From an optimization exercise on the open Yosys and OpenROAD flow, aimed at small area, a short achievable clock period and few clock cycles per item; shortcuts taken in it are not production practice. RTL that was checked went through simulation tests only; none was proved equivalent to the original.

==> trial 91: inputs <==
// median_filter_range_scaler
module median_filter_range_scaler
(
	input  logic                  clk,
	input  logic                  arst_n,
	input  logic                  sample_valid,
	output logic                  sample_ready,
	input  logic [SAMPLE_BITS-1:0] sample,
	output logic                  result_valid,
	input  logic                  result_ready,
	output logic [SAMPLE_BITS-1:0] result_filtered,
	output logic signed [VAL_W-1:0] result_value,
	output logic                  result_valid_res,
	input  logic                  psel,
	input  logic                  penable,
	input  logic                  pwrite,
	input  logic [APB_ADDR_W-1:0] paddr,
	input  logic [APB_DATA_W-1:0] pwdata,
	output logic [APB_DATA_W-1:0] prdata,
	output logic                  pready
);
	localparam logic [10:0] CUT     = 11'b00010001000;
	localparam bit          CUT_MUL = 1'b1;
	mfrs_pkg::mfrs_cfg_t cfg_q;
	logic [REG_IDX_W-1:0] reg_idx;
	logic                 cfg_wr;
	assign pready  = 1'b1;
	assign reg_idx = paddr[APB_ADDR_W-1:2];
	assign cfg_wr  = psel && penable && pwrite;
	always_comb begin
		unique case (reg_idx)
			REG_INPUT_LOW:     prdata = APB_DATA_W'(cfg_q.input_low);
			REG_INPUT_HIGH:    prdata = APB_DATA_W'(cfg_q.input_high);
			REG_OUTPUT_LOW:    prdata = APB_DATA_W'(cfg_q.output_low);
			REG_OUTPUT_HIGH:   prdata = APB_DATA_W'(cfg_q.output_high);
			REG_INVERT_ENABLE: prdata = APB_DATA_W'(cfg_q.invert_enable);
			REG_DIGITAL_MODE:  prdata = APB_DATA_W'(cfg_q.digital_mode);
			default:           prdata = '0;
		endcase
	end
	always_ff @(posedge clk or negedge arst_n) begin
		if (!arst_n) begin
			cfg_q.input_low     <= RST_INPUT_LOW;
  ...
==> flow/config.mk <==
export PLATFORM = sky130hd
export DESIGN_NAME = median_filter_range_scaler
export DESIGN_NICKNAME = median_filter_range_scaler
export VERILOG_FILES = /design/flow/design.v
export SDC_FILE = /design/flow/constraint.sdc
export NUM_CORES = 4
export LEC_CHECK = 0
export CAP_MARGIN = 20
export CORE_MARGIN = 2
export CORE_UTILIZATION = 40
export PLACE_DENSITY = 0.6
export SLEW_MARGIN = 20
==> flow/constraint.sdc <==
create_clock -name core_clock -period 7.5 [get_ports {clk}]
set_input_delay 1.5000 -clock core_clock [delete_from_list [all_inputs] [get_ports {clk}]]
set_output_delay 1.5000 -clock core_clock [all_outputs]
set_load 0.01 [all_outputs]
run.sh (not shown) runs the stock make flow with config.mk's settings and CLKGATE_MAP_FILE= SYNTH_SCRIPT=/design/flow/synth_recipe.tcl, a recipe that flattens the netlist after the stock synthesis.
==> inputs of build 34, as changes to trial 91 <==
--- a/flow/design.v
+++ b/flow/design.v
@@ -62,17 +62,17 @@
 	input  logic                  psel,
 	input  logic                  penable,
 	input  logic                  pwrite,
 	input  logic [APB_ADDR_W-1:0] paddr,
 	input  logic [APB_DATA_W-1:0] pwdata,
 	output logic [APB_DATA_W-1:0] prdata,
 	output logic                  pready
 );
-	localparam logic [10:0] CUT     = 11'b00010001000;
+	localparam logic [10:0] CUT     = 11'b01010101010;
 	localparam bit          CUT_MUL = 1'b1;
 	mfrs_pkg::mfrs_cfg_t cfg_q;
 	logic [REG_IDX_W-1:0] reg_idx;
 	logic                 cfg_wr;
 	assign pready  = 1'b1;
 	assign reg_idx = paddr[APB_ADDR_W-1:2];
 	assign cfg_wr  = psel && penable && pwrite;
 	always_comb begin
@@ -125,17 +125,17 @@
 	logic take;
 	assign take = sample_valid && en;
 	logic [3:0][SAMPLE_BITS-1:0] win_q;
 	logic [3:0][3:0]             ord_q;
 	logic [3:0]                  le;      
 	logic [4:0]                  pick;
 	logic [SAMPLE_BITS-1:0]      med_in;
 	function automatic logic two_of_four(input logic [3:0] b);
-		two_of_four = ($countones(b) == 2);
+		two_of_four = ((3'(b[0]) + 3'(b[1]) + 3'(b[2]) + 3'(b[3])) == 3'd2);
 	endfunction
 	always_comb begin
 		logic [3:0] bef;
 		for (int j = 0; j < 4; j++)
 			le[j] = (sample <= win_q[j]);
 		pick[4] = two_of_four(~le);
 		for (int i = 0; i < 4; i++) begin
 			for (int j = 0; j < 4; j++) begin
@@ -222,37 +222,48 @@
 			assign sv[k + 1] = sv[k];
 			assign st[k + 1] = nxt;
 		end
 	end
 	logic                    scl;
 	logic [SAMPLE_BITS-1:0]  medf;
 	logic [REG_W-1:0]        quo;
 	logic                    rnz;
-	logic signed [VAL_W-1:0] qv;
-	logic signed [VAL_W:0]   idf;
-	logic [VAL_W:0]          iab;
+	logic [VAL_W-1:0]        neg_plain;    
+	logic [VAL_W-1:0]        neg_inv;      
+	logic [VAL_W-1:0]        pos_inv;      
+	logic [VAL_W:0]          sum0, sum1;
+	logic [VAL_W-1:0]        inc;
+	logic [VAL_W:0]          dqo, doq;
 	logic signed [VAL_W-1:0] fval;
 	logic                    fvres;
 	always_comb begin
 		scl  = st[11][SW-1];
 		medf = st[11][SW-2 -: SAMPLE_BITS];
 		quo  = st[11][REG_W-1:0];
 		rnz  = (st[11][2*REG_W-1:REG_W] != '0);
-		qv   = neg_q ? VAL_W'(~{1'b0, quo} + VAL_W'(!rnz)) : $signed({1'b0, quo});
-		idf  = $signed({qv[VAL_W-1], qv}) - $signed({2'b00, cfg_q.output_high});
-		iab  = idf[VAL_W] ? (VAL_W + 1)'(-idf) : idf;
+		inc       = ~{1'b0, quo} + 1'b1;
+		neg_plain = rnz ? ~{1'b0, quo} : inc;
+		sum0      = {2'b00, quo} + {2'b00, cfg_q.output_high};
+		sum1      = {2'b00, quo} + {2'b00, cfg_q.output_high} + 1'b1;
+		neg_inv   = (rnz ? sum1[VAL_W-1] : sum0[VAL_W-1]) ? VAL_W'(VAL_MAX_I) :
+		            (rnz ? sum1[VAL_W-1:0] : sum0[VAL_W-1:0]);
+		dqo       = {2'b00, quo} - {2'b00, cfg_q.output_high};
+		doq       = {2'b00, cfg_q.output_high} - {2'b00, quo};
+		pos_inv   = dqo[VAL_W] ? doq[VAL_W-1:0] : dqo[VAL_W-1:0];
 		if (cfg_q.digital_mode) begin
 			fval  = (medf != '0) ? VAL_W'(1) : VAL_W'(-1);
 			fvres = 1'b1;
 		end else if (scl) begin
-			if (cfg_q.invert_enable)
-				fval = (iab > (VAL_W + 1)'(VAL_MAX_I)) ? VAL_W'(VAL_MAX_I) : $signed(iab[VAL_W-1:0]);
-			else
-				fval = qv;
+			unique case ({neg_q, cfg_q.invert_enable})
+				2'b00: fval = $signed({1'b0, quo});
+				2'b01: fval = pos_inv;
+				2'b10: fval = neg_plain;
+				default: fval = neg_inv;
+			endcase
 			fvres = 1'b1;
 		end else begin
 			fval  = VAL_W'(-1);
 			fvres = 1'b0;
 		end
 	end
 	logic [SAMPLE_BITS-1:0]  out_filt_q;
 	logic signed [VAL_W-1:0] out_value_q;
==> inputs of build 30, as changes to trial 91 <==
--- a/flow/design.v
+++ b/flow/design.v
@@ -62,18 +62,20 @@
 	input  logic                  psel,
 	input  logic                  penable,
 	input  logic                  pwrite,
 	input  logic [APB_ADDR_W-1:0] paddr,
 	input  logic [APB_DATA_W-1:0] pwdata,
 	output logic [APB_DATA_W-1:0] prdata,
 	output logic                  pready
 );
-	localparam logic [10:0] CUT     = 11'b00010001000;
-	localparam bit          CUT_MUL = 1'b1;
+	localparam bit CUT_P = 1'b1;
+	localparam int KSTEPS = 3;
+	localparam int KXW    = 33;
+	localparam int KCYC   = KXW / KSTEPS;
 	mfrs_pkg::mfrs_cfg_t cfg_q;
 	logic [REG_IDX_W-1:0] reg_idx;
 	logic                 cfg_wr;
 	assign pready  = 1'b1;
 	assign reg_idx = paddr[APB_ADDR_W-1:2];
 	assign cfg_wr  = psel && penable && pwrite;
 	always_comb begin
 		unique case (reg_idx)
@@ -115,27 +117,77 @@
 	always_ff @(posedge clk) begin
 		den_q   <= cfg_q.input_high - cfg_q.input_low;
 		mag_q   <= out_span[REG_W] ? REG_W'(-out_span) : out_span[REG_W-1:0];
 		neg_q   <= out_span[REG_W];
 		szero_q <= (cfg_q.input_high == cfg_q.input_low);
 	end
 	logic en;
 	logic out_valid_q;
+	logic kbusy_q;
 	assign en           = !out_valid_q || result_ready;
-	assign sample_ready = en;
+	assign sample_ready = en && !kbusy_q;
 	logic take;
-	assign take = sample_valid && en;
+	assign take = sample_valid && sample_ready;
+	logic [REG_W-1:0] kr_q;
+	logic [KXW-1:0]   kx_q;
+	logic [3:0]       kcnt_q;
+	logic             kpend_q, kinit_q;
+	logic             kwr;
+	logic [REG_W-1:0] kr_n;
+	logic [KXW-1:0]   kx_n;
+	assign kwr = cfg_wr && !reg_idx[2];
+	always_comb begin
+		logic [REG_W:0]   t;
+		logic [REG_W+1:0] dif;
+		if (kinit_q) begin
+			kr_n = '0;
+			kx_n = {1'b0, mag_q, 10'b0, neg_q ? REG_W'(0) : REG_W'(den_q - 1'b1)};
+		end else begin
+			kr_n = kr_q;
+			kx_n = kx_q;
+		end
+		for (int k = 0; k < KSTEPS; k++) begin
+			t    = {kr_n, kx_n[KXW-1]};
+			dif  = {1'b0, t} - {2'b00, den_q};
+			kx_n = {kx_n[KXW-2:0], !dif[REG_W+1]};
+			kr_n = dif[REG_W+1] ? t[REG_W-1:0] : dif[REG_W-1:0];
+		end
+	end
+	always_ff @(posedge clk or negedge arst_n) begin
+		if (!arst_n) begin
+			kpend_q <= 1'b1;
+			kinit_q <= 1'b0;
+			kbusy_q <= 1'b1;
+			kcnt_q  <= '0;
+		end else begin
+			kpend_q <= kwr;
+			kinit_q <= kpend_q && !kwr;
+			if (kwr) begin
+				kbusy_q <= 1'b1;
+				kcnt_q  <= '0;
+			end else if (kbusy_q && !kpend_q) begin
+				kcnt_q <= kcnt_q + 1'b1;
+				if (kcnt_q == 4'(KCYC - 1)) kbusy_q <= 1'b0;
+			end
+		end
+	end
+	always_ff @(posedge clk) begin
+		if (kbusy_q && !kpend_q) begin
+			kr_q <= kr_n;
+			kx_q <= kx_n;
+		end
+	end
 	logic [3:0][SAMPLE_BITS-1:0] win_q;
 	logic [3:0][3:0]             ord_q;
 	logic [3:0]                  le;      
 	logic [4:0]                  pick;
 	logic [SAMPLE_BITS-1:0]      med_in;
 	function automatic logic two_of_four(input logic [3:0] b);
-		two_of_four = ($countones(b) == 2);
+		two_of_four = ((3'(b[0]) + 3'(b[1]) + 3'(b[2]) + 3'(b[3])) == 3'd2);
 	endfunction
 	always_comb begin
 		logic [3:0] bef;
 		for (int j = 0; j < 4; j++)
 			le[j] = (sample <= win_q[j]);
 		pick[4] = two_of_four(~le);
 		for (int i = 0; i < 4; i++) begin
 			for (int j = 0; j < 4; j++) begin
@@ -167,104 +219,88 @@
 	logic [SAMPLE_BITS-1:0] med1_q;
 	always_ff @(posedge clk or negedge arst_n) begin
 		if (!arst_n) v1_q <= 1'b0;
 		else if (en) v1_q <= take;
 	end
 	always_ff @(posedge clk) begin
 		if (en) med1_q <= med_in;
 	end
-	localparam int SW = 1 + SAMPLE_BITS + 2 * REG_W;
 	logic [SAMPLE_BITS-1:0] off1;
 	logic                   inr1;
-	logic [PROD_W-1:0]      prod1;
-	logic [SW-1:0]          st [0:11];
-	logic                   sv [0:11];
+	logic [31:0]            prod1;
+	logic [22:0]            p_d;     
+	logic [22:0]            p_q;
+	logic                   pv;
 	always_comb begin
 		off1  = med1_q - SAMPLE_BITS'(cfg_q.input_low);
 		inr1  = ({1'b0, med1_q} >= cfg_q.input_low) && ({1'b0, med1_q} <= cfg_q.input_high) && !szero_q;
-		prod1 = off1 * mag_q;
-	end
-	logic [SW-1:0] st0_d;
-	assign st0_d = {inr1, med1_q, 1'b0, prod1[PROD_W-1:REG_W], prod1[REG_W-1:0]};
-	if (CUT_MUL) begin : g_cut_mul
+		prod1 = {22'b0, off1} * kx_q[31:0];
+		p_d   = {inr1, med1_q, prod1[31:21], (prod1[20:0] != '0)};
+	end
+	if (CUT_P) begin : g_cut_p
 		always_ff @(posedge clk or negedge arst_n) begin
-			if (!arst_n) sv[0] <= 1'b0;
-			else if (en) sv[0] <= v1_q;
+			if (!arst_n) pv <= 1'b0;
+			else if (en) pv <= v1_q;
 		end
 		always_ff @(posedge clk) begin
-			if (en) st[0] <= st0_d;
-		end
-	end else begin : g_nocut_mul
-		assign sv[0] = v1_q;
-		assign st[0] = st0_d;
-	end
-	for (genvar k = 0; k < 11; k++) begin : g_div
-		logic [REG_W:0]   t;
-		logic [REG_W+1:0] dif;
-		logic             ge;
-		logic [SW-1:0]    nxt;
-		always_comb begin
-			t   = {st[k][2*REG_W-1:REG_W], st[k][REG_W-1]};
-			dif = {1'b0, t} - {2'b00, den_q};
-			ge  = !dif[REG_W+1];
-			nxt = {st[k][SW-1:2*REG_W],
-			       ge ? dif[REG_W-1:0] : t[REG_W-1:0],
-			       st[k][REG_W-2:0], ge};
-		end
-		if (CUT[k]) begin : g_reg
-			always_ff @(posedge clk or negedge arst_n) begin
-				if (!arst_n) sv[k + 1] <= 1'b0;
-				else if (en) sv[k + 1] <= sv[k];
-			end
-			always_ff @(posedge clk) begin
-				if (en) st[k + 1] <= nxt;
-			end
-		end else begin : g_wire
-			assign sv[k + 1] = sv[k];
-			assign st[k + 1] = nxt;
-		end
+			if (en) p_q <= p_d;
+		end
+	end else begin : g_nocut_p
+		assign pv  = v1_q;
+		assign p_q = p_d;
 	end
 	logic                    scl;
 	logic [SAMPLE_BITS-1:0]  medf;
 	logic [REG_W-1:0]        quo;
 	logic                    rnz;
-	logic signed [VAL_W-1:0] qv;
-	logic signed [VAL_W:0]   idf;
-	logic [VAL_W:0]          iab;
+	logic [VAL_W-1:0]        neg_plain;    
+	logic [VAL_W-1:0]        neg_inv;      
+	logic [VAL_W-1:0]        pos_inv;      
+	logic [VAL_W:0]          sum0, sum1;
+	logic [VAL_W-1:0]        inc;
+	logic [VAL_W:0]          dqo, doq;
 	logic signed [VAL_W-1:0] fval;
 	logic                    fvres;
 	always_comb begin
-		scl  = st[11][SW-1];
-		medf = st[11][SW-2 -: SAMPLE_BITS];
-		quo  = st[11][REG_W-1:0];
-		rnz  = (st[11][2*REG_W-1:REG_W] != '0);
-		qv   = neg_q ? VAL_W'(~{1'b0, quo} + VAL_W'(!rnz)) : $signed({1'b0, quo});
-		idf  = $signed({qv[VAL_W-1], qv}) - $signed({2'b00, cfg_q.output_high});
-		iab  = idf[VAL_W] ? (VAL_W + 1)'(-idf) : idf;
+		scl  = p_q[22];
+		medf = p_q[21:12];
+		quo  = p_q[11:1];
+		rnz  = p_q[0];
+		inc       = ~{1'b0, quo} + 1'b1;
+		neg_plain = rnz ? ~{1'b0, quo} : inc;
+		sum0      = {2'b00, quo} + {2'b00, cfg_q.output_high};
+		sum1      = {2'b00, quo} + {2'b00, cfg_q.output_high} + 1'b1;
+		neg_inv   = (rnz ? sum1[VAL_W-1] : sum0[VAL_W-1]) ? VAL_W'(VAL_MAX_I) :
+		            (rnz ? sum1[VAL_W-1:0] : sum0[VAL_W-1:0]);
+		dqo       = {2'b00, quo} - {2'b00, cfg_q.output_high};
+		doq       = {2'b00, cfg_q.output_high} - {2'b00, quo};
+		pos_inv   = dqo[VAL_W] ? doq[VAL_W-1:0] : dqo[VAL_W-1:0];
 		if (cfg_q.digital_mode) begin
 			fval  = (medf != '0) ? VAL_W'(1) : VAL_W'(-1);
 			fvres = 1'b1;
 		end else if (scl) begin
-			if (cfg_q.invert_enable)
-				fval = (iab > (VAL_W + 1)'(VAL_MAX_I)) ? VAL_W'(VAL_MAX_I) : $signed(iab[VAL_W-1:0]);
-			else
-				fval = qv;
+			unique case ({neg_q, cfg_q.invert_enable})
+				2'b00: fval = $signed({1'b0, quo});
+				2'b01: fval = pos_inv;
+				2'b10: fval = neg_plain;
+				default: fval = neg_inv;
+			endcase
 			fvres = 1'b1;
 		end else begin
 			fval  = VAL_W'(-1);
 			fvres = 1'b0;
 		end
 	end
 	logic [SAMPLE_BITS-1:0]  out_filt_q;
 	logic signed [VAL_W-1:0] out_value_q;
 	logic                    out_vres_q;
 	always_ff @(posedge clk or negedge arst_n) begin
 		if (!arst_n) out_valid_q <= 1'b0;
-		else if (en) out_valid_q <= sv[11];
+		else if (en) out_valid_q <= pv;
 	end
 	always_ff @(posedge clk) begin
 		if (en) begin
 			out_filt_q  <= medf;
 			out_value_q <= fval;
 			out_vres_q  <= fvres;
 		end
 	end
- SETUP_SLACK_MARGIN: unset -> 1.5
==> comparison <==
- Trial 91 ran to the end with violations: setup timing. Build 34 produced a clean layout. Build 30 ran to the end with no violations.
- The lowest sequential share of layout area belongs to build 30, the highest to build 34.
- Global-route usage: build 34 < build 30 < trial 91.
- Die area: build 34 > build 30 > trial 91.
- Of build 34 and build 30, build 30 has the higher non-clock buffer count (gap 124).
- Against build 34, the fmax of trial 91 is smaller by 22%.
- Count of clock-buffer cells in the layout, lowest first: build 30, trial 91, build 34.
- Via count: build 30 < build 34 < trial 91.
Testbench counts of build 34, summed over its fixed seeds: cycles 4,096, items 3,840.
Testbench counts of build 30, summed over its fixed seeds: cycles 4,096, items 3,840.
Function not checked in trial 91: the RTL went through the layout flow alone.

[port drivers added, routing unchanged]
The results above use ideal ports. As a check the final layouts listed here were re-extracted and re-timed, cells and wires unchanged. Step 1 (the two cells are an assumption about what drives the block):
set clk [get_ports {clk}]
set_driving_cell -lib_cell sky130_fd_sc_hd__clkbuf_16 $clk
set_driving_cell -lib_cell sky130_fd_sc_hd__buf_2 [delete_from_list [all_inputs] $clk]
Step 2 also shifts input and output timing later by t, the mid clock arrival at the registers, as if the neighbouring blocks saw the same clock. Slacks: no drivers / after step 1 / after step 2; pairs: no drivers / after step 1.
run	t, ns	setup slack, ns	cell pins on the clock port's net
trial 91	0.637	-1.491 / -1.491 / -1.491	1
build 34	0.615	0.514 / 0.514 / 0.514	1
build 30	0.601	0.482 / 0.482 / 0.482	1
